Source: an optimization exercise on an open RTL-to-GDS flow (aim: small area). Production flows keep margins and buffers that such runs may drop.
Only simulation tests tie the RTL to the original design; equivalence was not proved.
Power and IR drop assume default switching activity.

==> inputs of branch indigo <==
// register_file
module register_file #(
    parameter int ADDR_WIDTH = 5,
    parameter int DATA_WIDTH = 32
) (
    input  logic                  clk,
    input  logic                  reset,
    input  logic                  wen,
    input  logic [ADDR_WIDTH-1:0] waddr,
    input  logic [DATA_WIDTH-1:0] wdata,
    input  logic [ADDR_WIDTH-1:0] raddr1,
    output logic [DATA_WIDTH-1:0] rdata1,
    input  logic [ADDR_WIDTH-1:0] raddr2,
    output logic [DATA_WIDTH-1:0] rdata2
);
clock: 8.0 ns
lec_check: 0
cap_margin: 20
core_margin: 2
core_utilization: 40
cts_cluster_diameter: 80
cts_cluster_size: 30
slew_margin: 20
synth_hierarchical: 1
standard.sh (not shown) runs the stock make flow with config.mk's settings and CLKGATE_MAP_FILE= SYNTH_SCRIPT=/design/flow/synth_recipe.tcl, a recipe that flattens the netlist after the stock synthesis.
==> flow/flow/run.sh <==
#!/bin/bash
# Standard ORFS layout with three changes:
# - the smallest buffer cell for the port buffers;
# - after placement, an area-recovery pass (flow/place_recover.tcl) that steps
#   oversized cells down to the smallest drive strength their loads allow;
# - clock tree synthesis without dummy loads, with larger sink clusters.
# Each tool's full output goes to a log file of its own in this folder; each
# ORFS step also keeps its own log under orfs/logs/.
set -euo pipefail
export BUFFER_PORTS_ARGS="-buffer_cell sky130_fd_sc_hd__buf_1"
export CTS_ARGS="-sink_clustering_enable -repair_clock_nets -dont_use_dummy_load -sink_clustering_size 30 -sink_clustering_max_diameter 80"
bash standard.sh place > flow_place.log 2>&1
RESULTS_DIR=$PWD/orfs/results/$FLOW_PLATFORM/register_file/base \
  openroad -no_init -exit flow/place_recover.tcl > flow_place_recover.log 2>&1
bash standard.sh > flow_finish.log 2>&1
==> flow/flow/downsize.tcl <==
# Greedy area recovery: try each multi-drive-strength cell at smaller strengths
# and keep the smallest that leaves no max-slew/max-cap violation and keeps
# setup slack above a floor.
proc ds_worst {} { return [sta::worst_slack_cmd max] }
proc ds_ok {floor} {
  if {[sta::max_slew_violation_count] > 0} { return 0 }
  if {[sta::max_capacitance_violation_count] > 0} { return 0 }
  if {[ds_worst] < $floor} { return 0 }
  return 1
}
proc ds_run {floor} {
  set block [ord::get_db_block]
  set db [ord::get_db]
  set changed 0
  foreach inst [$block getInsts] {
    set m [[$inst getMaster] getName]
    if {![regexp {^(sky130_fd_sc_hd__[a-z0-9]+)_([0-9]+)$} $m -> base sz]} continue
    if {[string match "*df*" $base] || [string match "*tap*" $base] || [string match "*fill*" $base] || [string match "*clk*" $base]} continue
    if {$sz <= 1} continue
    foreach s {0 1 2 4 6 8 12} {
      if {$s >= $sz} break
      set cand "${base}_$s"
      set lc [get_lib_cells -quiet */$cand]
      if {[llength $lc] == 0} continue
      if {[get_property $lc dont_use]} continue
      set iname [$inst getName]
      replace_cell [get_cells $iname] $lc
      estimate_parasitics -placement
      if {[ds_ok $floor]} { incr changed; break }
      replace_cell [get_cells $iname] [get_lib_cells */$m]
      estimate_parasitics -placement
    }
  }
  return $changed
}
==> flow/flow/place_recover.tcl <==
# Area recovery on the placed design (3_place.odb), before clock tree synthesis:
# cells that synthesis or placement repair left at a larger drive strength than
# their loads need are stepped down, keeping a 20% margin on max slew, no
# max-capacitance violation and setup slack above 0.8 ns; repair_design then
# fixes anything left within its usual margins, and the result is legalised.
set results $::env(RESULTS_DIR)
set platform $::env(FLOW_HOME)/platforms/sky130hd
read_liberty $platform/lib/sky130_fd_sc_hd__tt_025C_1v80.lib
read_db $results/3_place.odb
read_sdc $results/3_place.sdc
source $platform/setRC.tcl
set_dont_use [get_lib_cells {sky130_fd_sc_hd__probe* sky130_fd_sc_hd__lpflow_*}]
source [file dirname [info script]]/downsize.tcl

estimate_parasitics -placement
puts "before: area [rsz::design_area] slew [sta::max_slew_violation_count] cap [sta::max_capacitance_violation_count] wns [ds_worst]"
set_max_transition 1.2 [current_design]
estimate_parasitics -placement
puts "downsized [ds_run 0.8e-9] cells"
# Back to the library's own limit; repair_design applies its margin to it.
set_max_transition 1.5 [current_design]
estimate_parasitics -placement
repair_design -slew_margin 20 -cap_margin 20
detailed_placement
check_placement
estimate_parasitics -placement
puts "after: area [rsz::design_area] slew [sta::max_slew_violation_count] cap [sta::max_capacitance_violation_count] wns [ds_worst]"
write_db $results/3_place.odb
==> branch raven: changes against branch indigo <==
==> flow/run.sh (new file) <==
#!/bin/bash
# synth_recipe.tcl (not shown) runs the flow's synth.tcl, then flattens the netlist and writes it again
# the make line also repeats each setting of config.mk as NAME=value (left out here)
make -C /OpenROAD-flow-scripts/flow DESIGN_CONFIG=/design/flow/config.mk WORK_HOME=/design/flow/orfs CLKGATE_MAP_FILE= SYNTH_SCRIPT=/design/flow/synth_recipe.tcl finish
Settings changed: CTS_CLUSTER_DIAMETER 80 to default, CTS_CLUSTER_SIZE 30 to default.
removed: flow/flow/run.sh
removed: flow/flow/downsize.tcl
removed: flow/flow/place_recover.tcl
removed: flow/standard.sh
==> summary of the runs <==
- Register-to-register slack is about the same in branch indigo and branch raven.
- First-iteration DRC count: branch indigo is higher than branch raven (1.4%).
- Area after synthesis is the same in branch indigo and branch raven.
- Against branch indigo, the via count of branch raven is larger by about 1.7%.
- In branch indigo the critical path depth is higher than in branch raven, by 1.
- Of branch indigo and branch raven, branch raven has the higher core utilization (gap 4.4 points).
- Against branch raven, the global-route usage of branch indigo is lower by 0.94 points.
- Die area is the same in branch raven and branch indigo.
==> figures <==
Buffers outside the clock class: branch raven 297; branch indigo 272
Worst setup slack after placement: branch raven 1.21 ns; branch indigo 1.62 ns
R2r endpoint: branch raven regs[95]; branch indigo regs[599]
Most repeated library cell on the critical path: branch raven sky130_fd_sc_hd__clkdlybuf4s50_1; branch indigo sky130_fd_sc_hd__buf_1
Maximum number of pins on one net before global-route repair: branch raven 57; branch indigo 41
Clock latency of the later-clocked register in the worst-skew pair: branch raven 0.67 ns; branch indigo 0.64 ns
Overall global routing resource usage: branch raven 32.6%; branch indigo 31.7%
Outcome: branch raven finished clean; branch indigo finished clean
Post-DP HPWL: branch raven 101,000 um; branch indigo 98,900 um
Critical path depth in cells: branch raven 7; branch indigo 8
Leakage power: branch raven 18.0 nW; branch indigo 16.1 nW
Layout clock area frac: branch raven 7.43%; branch indigo 2.44%
Worst hold endpoint: branch raven regs[734]; branch indigo regs[132]
Final core utilization: branch raven 46.4%; branch indigo 42.1%
Sequential share of cell area: branch raven 42.8%; branch indigo 47.3%
Clock share of power: branch raven 41.0%; branch indigo 26.5%
Internal power consumption: branch raven 0.00882 W; branch indigo 0.00676 W

-- port drivers added, routing unchanged --
In the flow no input, the clock included, has a driving cell. The finished layouts below were timed again as built, in two steps.
Step 1 assumes that a clkbuf_16 drives the clock port and a buf_2 every other input.
Step 2 adds t to the input delays and takes it off the output delays; t is the mean of the earliest and latest rising clock arrival at the registers after step 1. Input paths then give back, and output paths get back, about the clock's delay inside the block.
a / b / c = ideal ports / drivers / drivers and shift; a / b = the first two.
run	t (ns)	slack for setup (ns)	hold slack, ns	slew at the worst register clock pin (ns)	cell pins on the clock port's net
branch indigo	0.688	0.963 / 0.874 / 0.874	0.517 / 0.517 / 0.517	0.12 / 0.12	1
branch raven	0.744	0.984 / 0.901 / 0.901	0.508 / 0.508 / 0.508	0.07 / 0.07	1
After both steps every run listed still meets setup and hold. The setup slack of branch indigo, which loses most, moves by -0.089 ns with the drivers and by -0.089 ns with both steps.
